This is an optimization exercise on Yosys and OpenROAD, whose aim is small area and a short achievable clock period, not a production implementation.
Where RTL was checked, it was by simulation tests only, not by an equivalence proof against the original.
No activity file was given, so power comes from the tool's default toggle rates.

## vad_speech_segmenter
module vad_speech_segmenter #(
  parameter int unsigned COUNT_WIDTH = COUNT_WIDTH_DEF,
  parameter int unsigned PROB_WIDTH  = PROB_WIDTH_DEF,
  localparam int unsigned CfgWidth   = (COUNT_WIDTH > PROB_WIDTH) ? COUNT_WIDTH : PROB_WIDTH
) (
  input  logic                     clk_i,
  input  logic                     rst_ni,
  input  logic                     cfg_we_i,
  input  logic [CFG_IDX_WIDTH-1:0] cfg_idx_i,
  input  logic [CfgWidth-1:0]      cfg_data_i,
  input  logic                     in_valid_i,
  output logic                     in_stall_o,
  input  logic                     kind_i,
  input  logic [PROB_WIDTH-1:0]    speech_prob_i,
  input  logic [COUNT_WIDTH-1:0]   stream_length_i,
  output logic                     out_valid_o,
  input  logic                     out_stall_i,
  output logic [COUNT_WIDTH-1:0]   seg_start_o,
  output logic [COUNT_WIDTH-1:0]   seg_end_o,
  output logic [1:0]               end_reason_o
);
  logic [PROB_WIDTH-1:0]  thresh_nq, gap_q;   
  logic [WIN_WIDTH-1:0]   window_q;
  logic [COUNT_WIDTH-1:0] min_sil_q, split_pause_q, min_speech_q, max_speech_q;
  logic                   in_valid_q;
  logic                   kind_q;
  logic [COUNT_WIDTH-1:0] payload_q;
  logic                   out_valid_q;
  logic [1:0]             reason_q;
  logic                   advance;
  ...
Size: ~2200 cells after synthesis, roughly 410 flip-flops, roughly 160 I/O pins.
Settings: LEC_CHECK=0, CAP_MARGIN=20, CORE_MARGIN=2, CORE_UTILIZATION=55, CTS_BUF_LIST=sky130_fd_sc_hd__clkbuf_8, CTS_CLUSTER_DIAMETER=50, CTS_CLUSTER_SIZE=16, SETUP_SLACK_MARGIN=5, SLEW_MARGIN=20; clock period 9.5 ns.
run.sh (not shown) runs the stock make flow with config.mk's settings and CLKGATE_MAP_FILE= SYNTH_SCRIPT=/design/flow/synth_recipe.tcl, a recipe that flattens the netlist after the stock synthesis.
Rerun with:
--- a/flow/design.v
+++ b/flow/design.v
@@ -174,25 +174,25 @@
   assign res_end_o   = pend_q;
   assign count_d = !step_i ? count_q : (kind_i ? '0 : next_q);
   logic [WIN_WIDTH:0]               next_lo;
   logic [COUNT_WIDTH-WIN_WIDTH-1:0] count_hi_inc;
   logic [COUNT_WIDTH-1:0]           next_d;
   assign next_lo      = {1'b0, count_d[WIN_WIDTH-1:0]} + {1'b0, window_d_i};
   assign count_hi_inc = count_d[COUNT_WIDTH-1:WIN_WIDTH] + 1'b1;
   assign next_d       = {next_lo[WIN_WIDTH] ? count_hi_inc : count_d[COUNT_WIDTH-1:WIN_WIDTH],
                          next_lo[WIN_WIDTH-1:0]};
   always_ff @(posedge clk_i or negedge rst_ni) begin
     if (!rst_ni) begin
       count_q <= '0;
-      next_nq <= ~COUNT_WIDTH'(WIN_RESET);
+      next_nq <= ~(COUNT_WIDTH'(WIN_RESET));
     end else begin
       count_q <= count_d;
       next_nq <= ~next_d;
     end
   end
   always_ff @(posedge clk_i or negedge rst_ni) begin
     if (!rst_ni) begin
       in_speech_q   <= 1'b0;
       sil_valid_q   <= 1'b0;
       pause_valid_q <= 1'b0;
       resumed_q     <= 1'b0;
     end else if (step_i) begin
@@ -257,25 +257,25 @@
   logic [COUNT_WIDTH-1:0] payload_q;
   logic                   out_valid_q;
   logic [1:0]             reason_q;
   logic                   advance;
   logic [WIN_WIDTH-1:0]   window_d;
   logic                   res_valid;
   logic [1:0]             res_reason;
   logic [COUNT_WIDTH-1:0] res_start, res_end;
   assign advance    = in_valid_q && (!out_valid_q || !out_stall_i);
   assign in_stall_o = in_valid_q && out_valid_q && out_stall_i;
   always_ff @(posedge clk_i or negedge rst_ni) begin
     if (!rst_ni) begin
-      thresh_nq     <= ~PROB_WIDTH'(THRESH_RESET);
+      thresh_nq     <= ~(PROB_WIDTH'(THRESH_RESET));
       gap_q         <= PROB_WIDTH'(GAP_RESET);
       window_q      <= WIN_RESET;
       min_sil_q     <= COUNT_WIDTH'(MIN_SIL_RESET);
       split_pause_q <= COUNT_WIDTH'(SPLIT_PAUSE_RESET);
       min_speech_q  <= COUNT_WIDTH'(MIN_SPEECH_RESET);
       max_speech_q  <= '1;
     end else if (cfg_we_i) begin
       case (cfg_idx_i)
         CFG_THRESHOLD:   thresh_nq     <= ~cfg_data_i[PROB_WIDTH-1:0];
         CFG_GAP:         gap_q         <= cfg_data_i[PROB_WIDTH-1:0];
         CFG_WINDOW:      window_q      <= cfg_data_i[WIN_WIDTH-1:0];
         CFG_MIN_SILENCE: min_sil_q     <= cfg_data_i[COUNT_WIDTH-1:0];
Outcome:
- clock skew is lower by 0.0061 ns
- worst setup slack is worse by 0.0087 ns
- global-route usage is about the same
- non-clock buffer count goes down by 20
- maximum frequency is about the same
- final cell count falls slightly
- routed wire length goes down by a few percent
- hold slack loses 0.0070 ns
- count of clock-buffer cells in the layout grows by 1
No functional check of the RTL was part of the first run of this note.


Another version of the RTL of vad_speech_segmenter (not shown whole).
Size: roughly 410 flip-flops, ~0.025 mm² of cells after synthesis.
// vad_speech_segmenter
module vad_speech_segmenter #(
  parameter int unsigned COUNT_WIDTH = COUNT_WIDTH_DEF,
  parameter int unsigned PROB_WIDTH  = PROB_WIDTH_DEF,
  localparam int unsigned CfgWidth   = (COUNT_WIDTH > PROB_WIDTH) ? COUNT_WIDTH : PROB_WIDTH
) (
  input  logic                     clk_i,
  input  logic                     rst_ni,
  input  logic                     cfg_we_i,
  input  logic [CFG_IDX_WIDTH-1:0] cfg_idx_i,
  input  logic [CfgWidth-1:0]      cfg_data_i,
  input  logic                     in_valid_i,
  output logic                     in_stall_o,
  input  logic                     kind_i,
  input  logic [PROB_WIDTH-1:0]    speech_prob_i,
  input  logic [COUNT_WIDTH-1:0]   stream_length_i,
  output logic                     out_valid_o,
  input  logic                     out_stall_i,
  output logic [COUNT_WIDTH-1:0]   seg_start_o,
  output logic [COUNT_WIDTH-1:0]   seg_end_o,
  output logic [1:0]               end_reason_o
);
==> module vad_speech_segmenter, before the edit <==
module vad_speech_segmenter #(
  parameter int unsigned COUNT_WIDTH = COUNT_WIDTH_DEF,
  parameter int unsigned PROB_WIDTH  = PROB_WIDTH_DEF,
  localparam int unsigned CfgWidth   = (COUNT_WIDTH > PROB_WIDTH) ? COUNT_WIDTH : PROB_WIDTH
) (
  input  logic                     clk_i,
  input  logic                     rst_ni,
  input  logic                     cfg_we_i,
  input  logic [CFG_IDX_WIDTH-1:0] cfg_idx_i,
  input  logic [CfgWidth-1:0]      cfg_data_i,
  input  logic                     in_valid_i,
  output logic                     in_stall_o,
  input  logic                     kind_i,
  input  logic [PROB_WIDTH-1:0]    speech_prob_i,
  input  logic [COUNT_WIDTH-1:0]   stream_length_i,
  output logic                     out_valid_o,
  input  logic                     out_stall_i,
  output logic [COUNT_WIDTH-1:0]   seg_start_o,
  output logic [COUNT_WIDTH-1:0]   seg_end_o,
  output logic [1:0]               end_reason_o
);
  logic [PROB_WIDTH-1:0]  thresh_nq, gap_q;   
  logic [WIN_WIDTH-1:0]   window_q;
  logic [COUNT_WIDTH-1:0] min_sil_q, split_pause_q, min_speech_q, max_speech_q;
  logic                   min_sil_set_q, max_speech_set_q;
  logic                   in_valid_q;
  logic                   kind_q;
  logic [COUNT_WIDTH-1:0] payload_q;
  logic                   out_valid_q;
  logic [1:0]             reason_q;
  logic                   advance;
  logic [WIN_WIDTH-1:0]   window_d;
  logic                   res_valid;
  logic [1:0]             res_reason;
  logic [COUNT_WIDTH-1:0] res_start, res_end;
  assign advance    = in_valid_q && (!out_valid_q || !out_stall_i);
  assign in_stall_o = in_valid_q && out_valid_q && out_stall_i;
  always_ff @(posedge clk_i or negedge rst_ni) begin
    if (!rst_ni) begin
      thresh_nq     <= ~(PROB_WIDTH'(THRESH_RESET));
      gap_q         <= PROB_WIDTH'(GAP_RESET);
      window_q      <= WIN_RESET;
      min_sil_set_q    <= 1'b0;
      split_pause_q <= COUNT_WIDTH'(SPLIT_PAUSE_RESET);
      min_speech_q  <= COUNT_WIDTH'(MIN_SPEECH_RESET);
      max_speech_set_q <= 1'b0;
    end else if (cfg_we_i) begin
      case (cfg_idx_i)
        CFG_THRESHOLD:   thresh_nq     <= ~cfg_data_i[PROB_WIDTH-1:0];
        CFG_GAP:         gap_q         <= cfg_data_i[PROB_WIDTH-1:0];
        CFG_WINDOW:      window_q      <= cfg_data_i[WIN_WIDTH-1:0];
        CFG_MIN_SILENCE: min_sil_set_q    <= 1'b1;
        CFG_SPLIT_PAUSE: split_pause_q <= cfg_data_i[COUNT_WIDTH-1:0];
        CFG_MIN_SPEECH:  min_speech_q  <= cfg_data_i[COUNT_WIDTH-1:0];
        CFG_MAX_SPEECH:  max_speech_set_q <= 1'b1;
        default: ;
      endcase
    end
  end
  always_ff @(posedge clk_i) begin
    if (cfg_we_i && cfg_idx_i == CFG_MIN_SILENCE) min_sil_q    <= cfg_data_i[COUNT_WIDTH-1:0];
    if (cfg_we_i && cfg_idx_i == CFG_MAX_SPEECH)  max_speech_q <= cfg_data_i[COUNT_WIDTH-1:0];
  end
  assign window_d = (cfg_we_i && cfg_idx_i == CFG_WINDOW) ? cfg_data_i[WIN_WIDTH-1:0] : window_q;
  always_ff @(posedge clk_i or negedge rst_ni) begin
    if (!rst_ni) begin
      in_valid_q <= 1'b0;
    end else if (!in_stall_o) begin
      in_valid_q <= in_valid_i;
    end
  end
  always_ff @(posedge clk_i) begin
    if (!in_stall_o) begin
      kind_q    <= kind_i;
      payload_q <= kind_i ? stream_length_i
                          : {stream_length_i[COUNT_WIDTH-1:PROB_WIDTH], speech_prob_i};
    end
  end
  vss_core #(
    .COUNT_WIDTH(COUNT_WIDTH),
    .PROB_WIDTH (PROB_WIDTH)
  ) u_core (
    .clk_i          (clk_i),
    .rst_ni         (rst_ni),
    .step_i         (advance),
    .kind_i         (kind_q),
    .prob_i         (payload_q[PROB_WIDTH-1:0]),
    .stream_len_i   (payload_q),
    .thresh_n_i     (thresh_nq),
    .gap_i          (gap_q),
    .window_d_i     (window_d),
    .min_sil_i      (min_sil_q),
    .min_sil_set_i  (min_sil_set_q),
    .split_pause_i  (split_pause_q),
    .min_speech_i   (min_speech_q),
    .max_speech_i   (max_speech_q),
    .max_speech_set_i(max_speech_set_q),
    .res_valid_o    (res_valid),
    .res_reason_o   (res_reason),
    .res_start_o    (res_start),
    .res_end_o      (res_end)
  );
  always_ff @(posedge clk_i or negedge rst_ni) begin
    if (!rst_ni) begin
      out_valid_q <= 1'b0;
    end else if (advance) begin
      out_valid_q <= res_valid;
    end else if (!out_stall_i) begin
      out_valid_q <= 1'b0;
    end
  end
  always_ff @(posedge clk_i) begin
    if (advance) reason_q <= res_reason;
  end
  assign out_valid_o  = out_valid_q;
  assign seg_start_o  = res_start;
  assign seg_end_o    = res_end;
  assign end_reason_o = reason_q;
endmodule
export LEC_CHECK = 0
export CAP_MARGIN = 5
export CORE_MARGIN = 2
export CORE_UTILIZATION = 65
export CTS_BUF_LIST = sky130_fd_sc_hd__clkbuf_8
export CTS_CLUSTER_DIAMETER = 50
export CTS_CLUSTER_SIZE = 16
export PLACE_DENSITY = 0.75
export SETUP_SLACK_MARGIN = 4.8
export SLEW_MARGIN = 5
create_clock -name core_clock -period 9.5 [get_ports {clk_i}]
standard.sh (not shown) runs the stock make flow with config.mk's settings and CLKGATE_MAP_FILE= SYNTH_SCRIPT=/design/flow/synth_recipe.tcl, a recipe that flattens the netlist after the stock synthesis.
==> flow/flow/run.sh <==
#!/bin/bash
# Layout: the standard flow (standard.sh) with one change: buffer_ports, which puts a
# buffer on every input and output port, uses sky130_fd_sc_hd__buf_1 cells instead of the
# cell it picks by itself (the delay buffer clkdlybuf4s50_1). make's full output goes to
# orfs_make.log here; each tool's own log is under orfs/logs/.
set -euo pipefail
bash standard.sh "BUFFER_PORTS_ARGS=-buffer_cell sky130_fd_sc_hd__buf_1" finish > orfs_make.log 2>&1
The first run finished clean.
Next try:
--- a/flow/design.v
+++ b/flow/design.v
@@ -272,5 +272,4 @@
       thresh_nq     <= ~(PROB_WIDTH'(THRESH_RESET));
       gap_q         <= PROB_WIDTH'(GAP_RESET);
-      window_q      <= WIN_RESET;
       min_sil_set_q    <= 1'b0;
       split_pause_q <= COUNT_WIDTH'(SPLIT_PAUSE_RESET);
@@ -281,5 +280,4 @@
         CFG_THRESHOLD:   thresh_nq     <= ~cfg_data_i[PROB_WIDTH-1:0];
         CFG_GAP:         gap_q         <= cfg_data_i[PROB_WIDTH-1:0];
-        CFG_WINDOW:      window_q      <= cfg_data_i[WIN_WIDTH-1:0];
         CFG_MIN_SILENCE: min_sil_set_q    <= 1'b1;
         CFG_SPLIT_PAUSE: split_pause_q <= cfg_data_i[COUNT_WIDTH-1:0];
@@ -296,4 +294,8 @@
   assign window_d = (cfg_we_i && cfg_idx_i == CFG_WINDOW) ? cfg_data_i[WIN_WIDTH-1:0] : window_q;
   always_ff @(posedge clk_i or negedge rst_ni) begin
+    if (!rst_ni) window_q <= WIN_RESET;
+    else         window_q <= window_d;
+  end
+  always_ff @(posedge clk_i or negedge rst_ni) begin
     if (!rst_ni) begin
       in_valid_q <= 1'b0;
Worst setup slack got worse by 0.062 ns.
Total power went up by 1.6%.
Cell area went down by about 1%.
Die area went down by about 0.8%.
Register-to-register slack improved by 0.09 ns.
Area after synthesis went down by about 0.9%.
Global-route usage went down by 2.4 points.
Critical path depth went up by 6.
Via count went down by 2.4%.
Non-clock buffer count went down by 6.
Combinational power went up by about 4%.
Clock-buffer cell count stays the same.
Function not checked in the first run of this note: the RTL went through the layout flow alone.

port drivers added, routing unchanged:
In the flow no input, the clock included, has a driving cell. The finished layouts below were timed again as built, in two steps.
Step 1 (the two cells are an assumption about what drives the block):
set clk [get_ports {clk_i}]
set_driving_cell -lib_cell sky130_fd_sc_hd__clkbuf_16 $clk
set_driving_cell -lib_cell sky130_fd_sc_hd__buf_2 [delete_from_list [all_inputs] $clk]
Step 2 moves the port delays by t, midway between the first and last clock arrival at a register: inputs arrive t later, outputs are due t later. That takes back most of the time a late clock gives input paths.
a / b / c = ideal ports / drivers / drivers and shift; a / b = the first two.
run	t (ns)	setup slack, ns	hold slack, ns	latest minus earliest clock arrival (ns)
the first run of note 1	0.712	4.955 / 4.897 / 4.185	0.508 / 0.508 / 0.508	0.035 / 0.035
the second run of note 1	0.718	4.946 / 4.964 / 4.247	0.501 / 0.501 / 0.501	0.030 / 0.031
the first run of note 2	0.691	4.856 / 4.856 / 4.211	0.492 / 0.492 / 0.492	0.029 / 0.030
the second run of note 2	0.696	4.794 / 4.810 / 4.114	0.480 / 0.480 / 0.480	0.042 / 0.042
After both steps setup and hold are still met in every run listed. For the first run of note 1, which loses most, drivers alone change the setup slack by -0.058 ns; drivers and shift together by -0.770 ns.
